Context: an optimization exercise on an open-source flow, tuned for small area and a short achievable clock period. The choices shown serve that exercise and are no tape-out recipe. Where RTL was checked, it was by simulation tests only, not by an equivalence proof against the original.

==> zinc: inputs <==
## fp_mul_top
module fp_mul_top
(
  input  logic        clk,
  input  logic        reset,
  input  logic [2:0]  r_mode,  
  input  logic [31:0] fp_x,
  input  logic [31:0] fp_y,
  output logic [31:0] fp_z,
  output logic        ovrf,
  output logic        udrf
);
==> module norm_round, before the edit <==
module norm_round
(
  input  logic [47:0] sum_a,
  input  logic [47:0] sum_b,
  input  logic        sign_z,
  input  logic [2:0]  r_mode,  
  output logic [22:0] frac_z,
  output logic        renorm
);
  logic [20:0] lg [0:5];
  logic [20:0] lp [0:5];
  logic        c21;
  assign lg[0] = sum_a[20:0] & sum_b[20:0];
  assign lp[0] = sum_a[20:0] ^ sum_b[20:0];
  for (genvar l = 0; l < 5; l++) begin : g_llvl
    for (genvar i = 0; i < 21; i++) begin : g_lbit
      if (i >= (1 << l)) begin : g_op
        assign lg[l+1][i] = lg[l][i] | (lp[l][i] & lg[l][i-(1<<l)]);
        assign lp[l+1][i] = lp[l][i] & lp[l][i-(1<<l)];
      end else begin : g_pass
        assign lg[l+1][i] = lg[l][i];
        assign lp[l+1][i] = lp[l][i];
      end
    end
  end
  assign c21 = lg[5][20];
  logic [20:0] zt;
  logic        st0;  
  assign zt[0] = ~(sum_a[0] ^ sum_b[0]);
  for (genvar i = 1; i < 21; i++) begin : g_zt
    assign zt[i] = ~((sum_a[i] ^ sum_b[i]) ^ (sum_a[i-1] | sum_b[i-1]));
  end
  assign st0 = ~&zt[20:0];
  logic [23:0] h;    
  logic [23:0] k;    
  assign h = sum_a[47:24] ^ sum_b[47:24];
  assign k = {sum_a[46:24] & sum_b[46:24], 1'b0};
  logic [23:1] ug [0:5];
  logic [23:1] up [0:5];
  assign ug[0] = h[23:1] & k[23:1];
  assign up[0] = h[23:1] ^ k[23:1];
  for (genvar l = 0; l < 5; l++) begin : g_ulvl
    for (genvar i = 1; i < 24; i++) begin : g_ubit
      if (i - 1 >= (1 << l)) begin : g_op
        assign ug[l+1][i] = ug[l][i] | (up[l][i] & ug[l][i-(1<<l)]);
        assign up[l+1][i] = up[l][i] & up[l][i-(1<<l)];
      end else begin : g_pass
        assign ug[l+1][i] = ug[l][i];
        assign up[l+1][i] = up[l][i];
      end
    end
  end
  logic [23:1] w0, w1;  
  assign w0 = up[0] ^ {ug[5][22:1], 1'b0};
  assign w1 = up[0] ^ ({ug[5][22:1], 1'b0} | {up[5][22:1], 1'b1});
  logic [23:0] u0, u1, u2;  
  assign u0 = {w0, h[0]};
  assign u1 = {h[0] ? w1 : w0, ~h[0]};
  assign u2 = {w1, h[0]};
  function automatic logic round_inc(input logic [2:0] mode, input logic s,
                                     input logic lsb, input logic grd,
                                     input logic rnd, input logic stk);
    case (mode)
      3'd0:    round_inc = grd & (rnd | stk | lsb);
      3'd1:    round_inc = 1'b0;
      3'd2:    round_inc = s & (grd | rnd | stk);
      3'd3:    round_inc = ~s & (grd | rnd | stk);
      default: round_inc = grd;
    endcase
  endfunction
  logic [5:0] dec [0:1];
  for (genvar ci = 0; ci < 2; ci++) begin : g_ci
    logic p21, p22, p23, p24, c22, c23, c24, inc0, inc1, t0;
    assign p21  = sum_a[21] ^ sum_b[21] ^ 1'(ci);
    assign c22  = (sum_a[21] & sum_b[21]) | (1'(ci) & (sum_a[21] | sum_b[21]));
    assign p22  = sum_a[22] ^ sum_b[22] ^ c22;
    assign c23  = (sum_a[22] & sum_b[22]) | (c22 & (sum_a[22] | sum_b[22]));
    assign p23  = sum_a[23] ^ sum_b[23] ^ c23;
    assign c24  = (sum_a[23] & sum_b[23]) | (c23 & (sum_a[23] | sum_b[23]));
    assign p24  = h[0] ^ c24;
    assign inc0 = round_inc(r_mode, sign_z, p23, p22, p21, st0);
    assign inc1 = round_inc(r_mode, sign_z, p24, p23, p22, st0 | p21);
    assign t0   = p23 & inc0;  
    assign dec[ci] = {c24, c24 ^ t0, c24 & t0, c24 ^ inc1, c24 & inc1, p23 ^ inc0};
  end
  logic       c24, s0u1, s0u2, s1u1, s1u2, lsb0;
  assign {c24, s0u1, s0u2, s1u1, s1u2, lsb0} = c21 ? dec[1] : dec[0];
  logic [23:0] s0, s1;
  logic        msb;
  assign s0  = s0u2 ? u2 : s0u1 ? u1 : u0;
  assign s1  = s1u2 ? u2 : s1u1 ? u1 : u0;
  assign msb = c24 ? u1[23] : u0[23];
  assign frac_z = msb ? s1[22:0] : {s0[21:0], lsb0};
  assign renorm = s0[23];
endmodule
Settings: LEC_CHECK=0, ABC_AREA=1, CAP_MARGIN=20, CORE_MARGIN=2, CORE_UTILIZATION=60, SETUP_SLACK_MARGIN=5, SLEW_MARGIN=20; clock period 14.5 ns.
standard.sh (not shown) runs the stock make flow with config.mk's settings and CLKGATE_MAP_FILE= SYNTH_SCRIPT=/design/flow/synth_recipe.tcl, a recipe that flattens the netlist after the stock synthesis.
==> flow/flow/run.sh <==
#!/bin/bash
# Layout flow: the standard flow (standard.sh) with two changes:
#  - synthesis maps the design's fa_cell/ha_cell modules straight to the
#    library's full/half adder cells before flattening (ORFS's synth.tcl with
#    one techmap added after its hierarchy check), and skips Yosys's
#    extract_fa, so the rest of the adders are left to abc;
#  - the port buffers are buf_2 cells instead of the default delay buffers.
set -euo pipefail
here=$(pwd)

sed -e 's#^hierarchy -check -top \$::env(DESIGN_NAME)$#&\ntechmap -map '"$here"'/flow/adder_cells.v#' \
    -e 's#^  extract_fa {\*}\[dont_use_extract_fa_args\]$#  \# extract_fa skipped#' \
  "$FLOW_HOME/scripts/synth.tcl" > "$here/synth_adders.tcl"
grep -q adder_cells.v "$here/synth_adders.tcl"
grep -q "extract_fa skipped" "$here/synth_adders.tcl"
sed 's#source \$::env(SCRIPTS_DIR)/synth.tcl#source '"$here"'/synth_adders.tcl#' \
  "$here/synth_recipe.tcl" > "$here/synth_recipe_adders.tcl"
grep -q synth_adders.tcl "$here/synth_recipe_adders.tcl"
# extra make variables, from flow/extra_vars.txt if present (one NAME=value per line)
extra=""
if [[ -f "$here/flow/extra_vars.txt" ]]; then
  extra=$(grep -E '^[A-Z_]+=[^ ]+$' "$here/flow/extra_vars.txt" | tr '\n' ' ')
fi
sed -e 's#SYNTH_SCRIPT=[^ ]*#SYNTH_SCRIPT='"$here"'/synth_recipe_adders.tcl#' \
    -e 's#"\${@:-finish}"#'"$extra"'"${@:-finish}"#' \
  "$here/standard.sh" > "$here/standard_adders.sh"
grep -q synth_recipe_adders.tcl "$here/standard_adders.sh"

port_buffer=sky130_fd_sc_hd__buf_1
export BUFFER_PORTS_ARGS="-buffer_cell $port_buffer"
bash "$here/standard_adders.sh" > "$here/flow.log" 2>&1
==> flow/flow/adder_cells.v <==
// maps the design's fa_cell and ha_cell modules to the library adder cells
module fa_cell (input a, input b, input ci, output s, output co);
  sky130_fd_sc_hd__fa_1 _TECHMAP_REPLACE_ (.A(a), .B(b), .CIN(ci), .SUM(s), .COUT(co));
endmodule

module ha_cell (input a, input b, output s, output co);
  sky130_fd_sc_hd__ha_1 _TECHMAP_REPLACE_ (.A(a), .B(b), .SUM(s), .COUT(co));
endmodule
==> inputs of cedar, as changes to zinc <==
--- a/flow/design.v
+++ b/flow/design.v
@@ -1295,38 +1295,43 @@
   input  logic [47:0] sum_a,
   input  logic [47:0] sum_b,
   input  logic        sign_z,
   input  logic [2:0]  r_mode,  
   output logic [22:0] frac_z,
   output logic        renorm
 );
-  logic [20:0] lg [0:5];
-  logic [20:0] lp [0:5];
-  logic        c21;
-  assign lg[0] = sum_a[20:0] & sum_b[20:0];
-  assign lp[0] = sum_a[20:0] ^ sum_b[20:0];
+  logic [23:0] lg [0:5];
+  logic [23:0] lp [0:5];
+  logic [24:0] lc;  
+  assign lg[0] = sum_a[23:0] & sum_b[23:0];
+  assign lp[0] = sum_a[23:0] ^ sum_b[23:0];
   for (genvar l = 0; l < 5; l++) begin : g_llvl
-    for (genvar i = 0; i < 21; i++) begin : g_lbit
+    for (genvar i = 0; i < 24; i++) begin : g_lbit
       if (i >= (1 << l)) begin : g_op
         assign lg[l+1][i] = lg[l][i] | (lp[l][i] & lg[l][i-(1<<l)]);
         assign lp[l+1][i] = lp[l][i] & lp[l][i-(1<<l)];
       end else begin : g_pass
         assign lg[l+1][i] = lg[l][i];
         assign lp[l+1][i] = lp[l][i];
       end
     end
   end
-  assign c21 = lg[5][20];
-  logic [20:0] zt;
-  logic        st0;  
+  assign lc = {lg[5], 1'b0};
+  logic p21, p22, p23;
+  assign p21 = lp[0][21] ^ lc[21];
+  assign p22 = lp[0][22] ^ lc[22];
+  assign p23 = lp[0][23] ^ lc[23];
+  logic [21:0] zt;
+  logic        st0, st1;  
   assign zt[0] = ~(sum_a[0] ^ sum_b[0]);
-  for (genvar i = 1; i < 21; i++) begin : g_zt
+  for (genvar i = 1; i < 22; i++) begin : g_zt
     assign zt[i] = ~((sum_a[i] ^ sum_b[i]) ^ (sum_a[i-1] | sum_b[i-1]));
   end
   assign st0 = ~&zt[20:0];
+  assign st1 = ~&zt[21:0];
   logic [23:0] h;    
   logic [23:0] k;    
   assign h = sum_a[47:24] ^ sum_b[47:24];
   assign k = {sum_a[46:24] & sum_b[46:24], 1'b0};
   logic [23:1] ug [0:5];
   logic [23:1] up [0:5];
   assign ug[0] = h[23:1] & k[23:1];
@@ -1345,48 +1350,37 @@
   logic [23:1] w0, w1;  
   assign w0 = up[0] ^ {ug[5][22:1], 1'b0};
   assign w1 = up[0] ^ ({ug[5][22:1], 1'b0} | {up[5][22:1], 1'b1});
   logic [23:0] u0, u1, u2;  
   assign u0 = {w0, h[0]};
   assign u1 = {h[0] ? w1 : w0, ~h[0]};
   assign u2 = {w1, h[0]};
+  logic c24, p24, inc0, inc1, t0;
   function automatic logic round_inc(input logic [2:0] mode, input logic s,
                                      input logic lsb, input logic grd,
                                      input logic rnd, input logic stk);
     case (mode)
       3'd0:    round_inc = grd & (rnd | stk | lsb);
       3'd1:    round_inc = 1'b0;
       3'd2:    round_inc = s & (grd | rnd | stk);
       3'd3:    round_inc = ~s & (grd | rnd | stk);
       default: round_inc = grd;
     endcase
   endfunction
-  logic [5:0] dec [0:1];
-  for (genvar ci = 0; ci < 2; ci++) begin : g_ci
-    logic p21, p22, p23, p24, c22, c23, c24, inc0, inc1, t0;
-    assign p21  = sum_a[21] ^ sum_b[21] ^ 1'(ci);
-    assign c22  = (sum_a[21] & sum_b[21]) | (1'(ci) & (sum_a[21] | sum_b[21]));
-    assign p22  = sum_a[22] ^ sum_b[22] ^ c22;
-    assign c23  = (sum_a[22] & sum_b[22]) | (c22 & (sum_a[22] | sum_b[22]));
-    assign p23  = sum_a[23] ^ sum_b[23] ^ c23;
-    assign c24  = (sum_a[23] & sum_b[23]) | (c23 & (sum_a[23] | sum_b[23]));
-    assign p24  = h[0] ^ c24;
-    assign inc0 = round_inc(r_mode, sign_z, p23, p22, p21, st0);
-    assign inc1 = round_inc(r_mode, sign_z, p24, p23, p22, st0 | p21);
-    assign t0   = p23 & inc0;  
-    assign dec[ci] = {c24, c24 ^ t0, c24 & t0, c24 ^ inc1, c24 & inc1, p23 ^ inc0};
-  end
-  logic       c24, s0u1, s0u2, s1u1, s1u2, lsb0;
-  assign {c24, s0u1, s0u2, s1u1, s1u2, lsb0} = c21 ? dec[1] : dec[0];
+  assign c24  = lc[24];
+  assign p24  = h[0] ^ c24;
+  assign inc0 = round_inc(r_mode, sign_z, p23, p22, p21, st0);
+  assign inc1 = round_inc(r_mode, sign_z, p24, p23, p22, st1);
+  assign t0   = p23 & inc0;  
   logic [23:0] s0, s1;
   logic        msb;
-  assign s0  = s0u2 ? u2 : s0u1 ? u1 : u0;
-  assign s1  = s1u2 ? u2 : s1u1 ? u1 : u0;
+  assign s0  = (c24 & t0)   ? u2 : (c24 ^ t0)   ? u1 : u0;
+  assign s1  = (c24 & inc1) ? u2 : (c24 ^ inc1) ? u1 : u0;
   assign msb = c24 ? u1[23] : u0[23];
-  assign frac_z = msb ? s1[22:0] : {s0[21:0], lsb0};
+  assign frac_z = msb ? s1[22:0] : {s0[21:0], p23 ^ inc0};
   assign renorm = s0[23];
 endmodule
 module exp_exc_pack
 (
   input  logic        clk,
   input  logic        reset,
   input  logic [31:0] fp_x,
@@ -1400,15 +1394,16 @@
   logic [7:0] ex, ey;
   logic [8:0] esum;
   logic       sign_z;
   logic       x_max, y_max, x_zer, y_zer, x_fnz, y_fnz;
   logic       is_nan, inf_op, zer_op;
   logic       ovrf0, ovrf1, udrf0, udrf1;
   logic [7:0] exp0, exp1;
-  logic       ovrf_n, udrf_n;
+  logic       ovrf_n, udrf_n, inf_n, zer_n;
+  logic [7:0] exp_n;
   logic [31:0] result;
   assign ex     = fp_x[30:23];
   assign ey     = fp_y[30:23];
   assign esum   = ex + ey;
   assign sign_z = fp_x[31] ^ fp_y[31];
   assign x_max = &ex;
   assign y_max = &ey;
@@ -1421,28 +1416,30 @@
   assign zer_op = x_zer | y_zer;
   assign ovrf0 = esum >= 9'd382;
   assign ovrf1 = esum >= 9'd381;
   assign udrf0 = esum <= 9'd127;
   assign udrf1 = esum <= 9'd126;
   assign exp0  = 8'(esum - 9'd127);
   assign exp1  = 8'(esum - 9'd126);
-  logic       inf0, inf1, zer0, zer1, spc0, spc1;
-  logic [8:0] top0, top1;  
-  assign inf0 = inf_op | ovrf0;
-  assign inf1 = inf_op | ovrf1;
-  assign zer0 = zer_op | udrf0;
-  assign zer1 = zer_op | udrf1;
-  assign spc0 = is_nan | inf0 | zer0;
-  assign spc1 = is_nan | inf1 | zer1;
-  assign top0 = is_nan ? 9'h0FF : inf0 ? {sign_z, 8'hFF} : zer0 ? {sign_z, 8'h00} : {sign_z, exp0};
-  assign top1 = is_nan ? 9'h0FF : inf1 ? {sign_z, 8'hFF} : zer1 ? {sign_z, 8'h00} : {sign_z, exp1};
   assign ovrf_n = renorm ? ovrf1 : ovrf0;
   assign udrf_n = renorm ? udrf1 : udrf0;
-  assign result = {renorm ? top1 : top0,
-                   (renorm ? spc1 : spc0) ? {is_nan, 22'h0} : frac_z};
+  assign exp_n  = renorm ? exp1 : exp0;
+  assign inf_n  = inf_op | ovrf_n;
+  assign zer_n  = zer_op | udrf_n;
+  always_comb begin
+    if (is_nan) begin
+      result = 32'h7FC0_0000;
+    end else if (inf_n) begin
+      result = {sign_z, 8'hFF, 23'h0};
+    end else if (zer_n) begin
+      result = {sign_z, 31'h0};
+    end else begin
+      result = {sign_z, exp_n, frac_z};
+    end
+  end
   always_ff @(posedge clk) begin
     if (reset) begin
       fp_z <= '0;
       ovrf <= 1'b0;
       udrf <= 1'b0;
     end else begin
       fp_z <= result;
--- a/flow/flow/run.sh
+++ b/flow/flow/run.sh
@@ -12,20 +12,13 @@
     -e 's#^  extract_fa {\*}\[dont_use_extract_fa_args\]$#  \# extract_fa skipped#' \
   "$FLOW_HOME/scripts/synth.tcl" > "$here/synth_adders.tcl"
 grep -q adder_cells.v "$here/synth_adders.tcl"
 grep -q "extract_fa skipped" "$here/synth_adders.tcl"
 sed 's#source \$::env(SCRIPTS_DIR)/synth.tcl#source '"$here"'/synth_adders.tcl#' \
   "$here/synth_recipe.tcl" > "$here/synth_recipe_adders.tcl"
 grep -q synth_adders.tcl "$here/synth_recipe_adders.tcl"
-# extra make variables, from flow/extra_vars.txt if present (one NAME=value per line)
-extra=""
-if [[ -f "$here/flow/extra_vars.txt" ]]; then
-  extra=$(grep -E '^[A-Z_]+=[^ ]+$' "$here/flow/extra_vars.txt" | tr '\n' ' ')
-fi
-sed -e 's#SYNTH_SCRIPT=[^ ]*#SYNTH_SCRIPT='"$here"'/synth_recipe_adders.tcl#' \
-    -e 's#"\${@:-finish}"#'"$extra"'"${@:-finish}"#' \
+sed 's#SYNTH_SCRIPT=[^ ]*#SYNTH_SCRIPT='"$here"'/synth_recipe_adders.tcl#' \
   "$here/standard.sh" > "$here/standard_adders.sh"
 grep -q synth_recipe_adders.tcl "$here/standard_adders.sh"
 
-port_buffer=sky130_fd_sc_hd__buf_1
-export BUFFER_PORTS_ARGS="-buffer_cell $port_buffer"
+export BUFFER_PORTS_ARGS="-buffer_cell sky130_fd_sc_hd__buf_2"
 bash "$here/standard_adders.sh" > "$here/flow.log" 2>&1
==> inputs of violet, as changes to zinc <==
--- a/flow/design.v
+++ b/flow/design.v
@@ -1302,17 +1302,17 @@
   logic [20:0] lg [0:5];
   logic [20:0] lp [0:5];
   logic        c21;
   assign lg[0] = sum_a[20:0] & sum_b[20:0];
   assign lp[0] = sum_a[20:0] ^ sum_b[20:0];
   for (genvar l = 0; l < 5; l++) begin : g_llvl
     for (genvar i = 0; i < 21; i++) begin : g_lbit
-      if (i >= (1 << l)) begin : g_op
-        assign lg[l+1][i] = lg[l][i] | (lp[l][i] & lg[l][i-(1<<l)]);
-        assign lp[l+1][i] = lp[l][i] & lp[l][i-(1<<l)];
+      if (((i >> l) & 1) == 1) begin : g_op
+        assign lg[l+1][i] = lg[l][i] | (lp[l][i] & lg[l][((i >> l) << l) - 1]);
+        assign lp[l+1][i] = lp[l][i] & lp[l][((i >> l) << l) - 1];
       end else begin : g_pass
         assign lg[l+1][i] = lg[l][i];
         assign lp[l+1][i] = lp[l][i];
       end
     end
   end
   assign c21 = lg[5][20];
@@ -1323,32 +1323,32 @@
     assign zt[i] = ~((sum_a[i] ^ sum_b[i]) ^ (sum_a[i-1] | sum_b[i-1]));
   end
   assign st0 = ~&zt[20:0];
   logic [23:0] h;    
   logic [23:0] k;    
   assign h = sum_a[47:24] ^ sum_b[47:24];
   assign k = {sum_a[46:24] & sum_b[46:24], 1'b0};
-  logic [23:1] ug [0:5];
-  logic [23:1] up [0:5];
+  logic [22:0] ug [0:5];
+  logic [22:0] up [0:5];
   assign ug[0] = h[23:1] & k[23:1];
   assign up[0] = h[23:1] ^ k[23:1];
   for (genvar l = 0; l < 5; l++) begin : g_ulvl
-    for (genvar i = 1; i < 24; i++) begin : g_ubit
-      if (i - 1 >= (1 << l)) begin : g_op
-        assign ug[l+1][i] = ug[l][i] | (up[l][i] & ug[l][i-(1<<l)]);
-        assign up[l+1][i] = up[l][i] & up[l][i-(1<<l)];
+    for (genvar i = 0; i < 23; i++) begin : g_ubit
+      if (((i >> l) & 1) == 1) begin : g_op
+        assign ug[l+1][i] = ug[l][i] | (up[l][i] & ug[l][((i >> l) << l) - 1]);
+        assign up[l+1][i] = up[l][i] & up[l][((i >> l) << l) - 1];
       end else begin : g_pass
         assign ug[l+1][i] = ug[l][i];
         assign up[l+1][i] = up[l][i];
       end
     end
   end
   logic [23:1] w0, w1;  
-  assign w0 = up[0] ^ {ug[5][22:1], 1'b0};
-  assign w1 = up[0] ^ ({ug[5][22:1], 1'b0} | {up[5][22:1], 1'b1});
+  assign w0 = up[0] ^ {ug[5][21:0], 1'b0};
+  assign w1 = up[0] ^ ({ug[5][21:0], 1'b0} | {up[5][21:0], 1'b1});
   logic [23:0] u0, u1, u2;  
   assign u0 = {w0, h[0]};
   assign u1 = {h[0] ? w1 : w0, ~h[0]};
   assign u2 = {w1, h[0]};
   function automatic logic round_inc(input logic [2:0] mode, input logic s,
                                      input logic lsb, input logic grd,
                                      input logic rnd, input logic stk);
==> flow/flow/run.sh (replaced) <==
#!/bin/bash
# Layout flow: the standard flow (standard.sh) with these changes:
#  - synthesis maps the design's fa_cell/ha_cell modules straight to the
#    library's full/half adder cells before flattening (ORFS's synth.tcl with
#    one techmap added after its hierarchy check), and skips Yosys's
#    extract_fa, so the rest of the adders are left to abc;
#  - abc maps with flow/abc.script, when the version has one;
#  - the port buffers are buf_2 cells instead of the default delay buffers;
#  - make variables from flow/extra_vars.txt, when the version has one.
set -euo pipefail
here=$(pwd)

sed -e 's#^hierarchy -check -top \$::env(DESIGN_NAME)$#&\ntechmap -map '"$here"'/flow/adder_cells.v#' \
    -e 's#^  extract_fa {\*}\[dont_use_extract_fa_args\]$#  \# extract_fa skipped#' \
  "$FLOW_HOME/scripts/synth.tcl" > "$here/synth_adders.tcl"
grep -q adder_cells.v "$here/synth_adders.tcl"
grep -q "extract_fa skipped" "$here/synth_adders.tcl"
if [[ -f "$here/flow/abc.script" ]]; then
  sed -i 's#^  log_cmd abc {\*}\$abc_args$#  log_cmd abc {*}[lreplace $abc_args 1 1 '"$here"'/flow/abc.script]#' "$here/synth_adders.tcl"
  grep -q "flow/abc.script" "$here/synth_adders.tcl"
fi
sed 's#source \$::env(SCRIPTS_DIR)/synth.tcl#source '"$here"'/synth_adders.tcl#' \
  "$here/synth_recipe.tcl" > "$here/synth_recipe_adders.tcl"
grep -q synth_adders.tcl "$here/synth_recipe_adders.tcl"
# extra make variables, from flow/extra_vars.txt if present (one NAME=value per line)
extra=""
if [[ -f "$here/flow/extra_vars.txt" ]]; then
  extra=$(grep -E '^[A-Z_]+=[^ ]+$' "$here/flow/extra_vars.txt" | tr '\n' ' ')
fi
sed -e 's#SYNTH_SCRIPT=[^ ]*#SYNTH_SCRIPT='"$here"'/synth_recipe_adders.tcl#' \
    -e 's#"\${@:-finish}"#'"$extra"'"${@:-finish}"#' \
  "$here/standard.sh" > "$here/standard_adders.sh"
grep -q synth_recipe_adders.tcl "$here/standard_adders.sh"

port_buffer=sky130_fd_sc_hd__buf_2
export BUFFER_PORTS_ARGS="-buffer_cell $port_buffer"
bash "$here/standard_adders.sh" > "$here/flow.log" 2>&1
==> flow/flow/abc.script (new file) <==
strash
dch
map -D 5500 -B 0.9
topo
stime -c
buffer -c
upsize -c
dnsize -c
==> flow/config.mk (replaced) <==
export PLATFORM = sky130hd
export DESIGN_NAME = fp_mul_top
export DESIGN_NICKNAME = fp_mul_top
export VERILOG_FILES = /design/flow/design.v
export SDC_FILE = /design/flow/constraint.sdc
export NUM_CORES = 4
export LEC_CHECK = 0
export ABC_AREA = 1
export CAP_MARGIN = 20
export CORE_MARGIN = 2
export CORE_UTILIZATION = 40
export SETUP_SLACK_MARGIN = 5
export SLEW_MARGIN = 20
==> inputs of ember, as changes to zinc <==
--- a/flow/design.v
+++ b/flow/design.v
@@ -1302,17 +1302,17 @@
   logic [20:0] lg [0:5];
   logic [20:0] lp [0:5];
   logic        c21;
   assign lg[0] = sum_a[20:0] & sum_b[20:0];
   assign lp[0] = sum_a[20:0] ^ sum_b[20:0];
   for (genvar l = 0; l < 5; l++) begin : g_llvl
     for (genvar i = 0; i < 21; i++) begin : g_lbit
-      if (i >= (1 << l)) begin : g_op
-        assign lg[l+1][i] = lg[l][i] | (lp[l][i] & lg[l][i-(1<<l)]);
-        assign lp[l+1][i] = lp[l][i] & lp[l][i-(1<<l)];
+      if (((i >> l) & 1) == 1) begin : g_op
+        assign lg[l+1][i] = lg[l][i] | (lp[l][i] & lg[l][((i >> l) << l) - 1]);
+        assign lp[l+1][i] = lp[l][i] & lp[l][((i >> l) << l) - 1];
       end else begin : g_pass
         assign lg[l+1][i] = lg[l][i];
         assign lp[l+1][i] = lp[l][i];
       end
     end
   end
   assign c21 = lg[5][20];
@@ -1323,32 +1323,32 @@
     assign zt[i] = ~((sum_a[i] ^ sum_b[i]) ^ (sum_a[i-1] | sum_b[i-1]));
   end
   assign st0 = ~&zt[20:0];
   logic [23:0] h;    
   logic [23:0] k;    
   assign h = sum_a[47:24] ^ sum_b[47:24];
   assign k = {sum_a[46:24] & sum_b[46:24], 1'b0};
-  logic [23:1] ug [0:5];
-  logic [23:1] up [0:5];
+  logic [22:0] ug [0:5];
+  logic [22:0] up [0:5];
   assign ug[0] = h[23:1] & k[23:1];
   assign up[0] = h[23:1] ^ k[23:1];
   for (genvar l = 0; l < 5; l++) begin : g_ulvl
-    for (genvar i = 1; i < 24; i++) begin : g_ubit
-      if (i - 1 >= (1 << l)) begin : g_op
-        assign ug[l+1][i] = ug[l][i] | (up[l][i] & ug[l][i-(1<<l)]);
-        assign up[l+1][i] = up[l][i] & up[l][i-(1<<l)];
+    for (genvar i = 0; i < 23; i++) begin : g_ubit
+      if (((i >> l) & 1) == 1) begin : g_op
+        assign ug[l+1][i] = ug[l][i] | (up[l][i] & ug[l][((i >> l) << l) - 1]);
+        assign up[l+1][i] = up[l][i] & up[l][((i >> l) << l) - 1];
       end else begin : g_pass
         assign ug[l+1][i] = ug[l][i];
         assign up[l+1][i] = up[l][i];
       end
     end
   end
   logic [23:1] w0, w1;  
-  assign w0 = up[0] ^ {ug[5][22:1], 1'b0};
-  assign w1 = up[0] ^ ({ug[5][22:1], 1'b0} | {up[5][22:1], 1'b1});
+  assign w0 = up[0] ^ {ug[5][21:0], 1'b0};
+  assign w1 = up[0] ^ ({ug[5][21:0], 1'b0} | {up[5][21:0], 1'b1});
   logic [23:0] u0, u1, u2;  
   assign u0 = {w0, h[0]};
   assign u1 = {h[0] ? w1 : w0, ~h[0]};
   assign u2 = {w1, h[0]};
   function automatic logic round_inc(input logic [2:0] mode, input logic s,
                                      input logic lsb, input logic grd,
                                      input logic rnd, input logic stk);
==> flow/flow/run.sh (replaced) <==
#!/bin/bash
# Layout flow: the standard flow (standard.sh) with these changes:
#  - synthesis maps the design's fa_cell/ha_cell modules straight to the
#    library's full/half adder cells before flattening (ORFS's synth.tcl with
#    one techmap added after its hierarchy check), and skips Yosys's
#    extract_fa, so the rest of the adders are left to abc;
#  - abc maps with flow/abc.script, when the version has one;
#  - the port buffers are buf_2 cells instead of the default delay buffers;
#  - make variables from flow/extra_vars.txt, when the version has one.
set -euo pipefail
here=$(pwd)

sed -e 's#^hierarchy -check -top \$::env(DESIGN_NAME)$#&\ntechmap -map '"$here"'/flow/adder_cells.v#' \
    -e 's#^  extract_fa {\*}\[dont_use_extract_fa_args\]$#  \# extract_fa skipped#' \
  "$FLOW_HOME/scripts/synth.tcl" > "$here/synth_adders.tcl"
grep -q adder_cells.v "$here/synth_adders.tcl"
grep -q "extract_fa skipped" "$here/synth_adders.tcl"
if [[ -f "$here/flow/abc.script" ]]; then
  sed -i 's#^  log_cmd abc {\*}\$abc_args$#  log_cmd abc {*}[lreplace $abc_args 1 1 '"$here"'/flow/abc.script]#' "$here/synth_adders.tcl"
  grep -q "flow/abc.script" "$here/synth_adders.tcl"
fi
sed 's#source \$::env(SCRIPTS_DIR)/synth.tcl#source '"$here"'/synth_adders.tcl#' \
  "$here/synth_recipe.tcl" > "$here/synth_recipe_adders.tcl"
grep -q synth_adders.tcl "$here/synth_recipe_adders.tcl"
# extra make variables, from flow/extra_vars.txt if present (one NAME=value per line)
extra=""
if [[ -f "$here/flow/extra_vars.txt" ]]; then
  extra=$(grep -E '^[A-Z_]+=[^ ]+$' "$here/flow/extra_vars.txt" | tr '\n' ' ')
fi
sed -e 's#SYNTH_SCRIPT=[^ ]*#SYNTH_SCRIPT='"$here"'/synth_recipe_adders.tcl#' \
    -e 's#"\${@:-finish}"#'"$extra"'"${@:-finish}"#' \
  "$here/standard.sh" > "$here/standard_adders.sh"
grep -q synth_recipe_adders.tcl "$here/standard_adders.sh"

port_buffer=sky130_fd_sc_hd__buf_2
export BUFFER_PORTS_ARGS="-buffer_cell $port_buffer"
bash "$here/standard_adders.sh" > "$here/flow.log" 2>&1
==> flow_summary.json <==
{
  "holdPathEnd": "exp_exc_pack_inst.fp_z[31]$_SDFF_PP0_",
  "post_cts_resized": 36,
  "wl_met2_um": 26600,
  "dp_hpwl_um": 44500,
  "coreArea_um2": 29500,
  "nWellTaps": 390,
  "synth.area.mux_share_pct": 0.112,
  "fin_crit_ns": 9.27,
  "synth-seq-area-share_pct": 3.81,
  "status": "complete, no violations"
}
(the above is from zinc)
==> flow_summary.json <==
{
  "post_cts_resized": 22,
  "holdPathEnd": "exp_exc_pack_inst.ovrf$_SDFF_PP0_",
  "synth.area.mux_share_pct": 0.0578,
  "status": "complete, no violations",
  "coreArea_um2": 28500,
  "synth-seq-area-share_pct": 3.93,
  "nWellTaps": 384,
  "synth_top_family_by_area": "adder cells",
  "wl_met2_um": 26400,
  "fin_crit_ns": 9.26
}
(the above is from ember)
==> flow_summary.json <==
{
  "status": "complete, no violations",
  "nWellTaps": 532,
  "holdPathEnd": "exp_exc_pack_inst.fp_z[31]$_SDFF_PP0_",
  "dr_wl_met3_um": 6500,
  "synth-seq-area-share_pct": 4.14,
  "wl_met2_um": 27700,
  "areaGrowthSynthToFinish_pct": 19.7,
  "grt_max_degree": 34,
  "synth.area.mux_share_pct": 0.0609,
  "dp_hpwl_um": 40400,
  "fin_crit_ns": 9.24
}
(the above is from violet)
==> flow_summary.json <==
{
  "status": "complete, no violations",
  "post_cts_resized": 41,
  "coreArea_um2": 28600,
  "holdPathEnd": "exp_exc_pack_inst.fp_z[22]$_SDFF_PP0_",
  "nWellTaps": 384,
  "fin_crit_ns": 9.24
}
(the above is from cedar)
For zinc, violet and ember, only the layout was checked, not whether the RTL still works.

==> re-timing with driven ports <==
The results above use ideal ports. As a check the final layouts listed here were re-extracted and re-timed, cells and wires unchanged.
Step 1, drivers: a clkbuf_16 drives clk and a buf_2 each remaining input, both assumed.
Step 2, shift: input delay + t, output delay - t, t = (earliest + latest rising clock arrival at the registers) / 2. This alone moves slack from input paths to output paths.
Slacks: no drivers / after step 1 / after step 2; pairs: no drivers / after step 1.
run | t (ns) | slack for setup (ns) | cell pins on the clock port's net
zinc | 0.337 | 5.233 / 5.252 / 4.915 | 1
cedar | 0.328 | 5.258 / 5.249 / 4.922 | 1
violet | 0.311 | 5.262 / 5.270 / 4.959 | 1
ember | 0.311 | 5.237 / 5.250 / 4.938 | 1
After both steps every run listed still meets setup and hold. For cedar, which loses most, drivers alone change the setup slack by -0.009 ns; drivers and shift together by -0.336 ns.
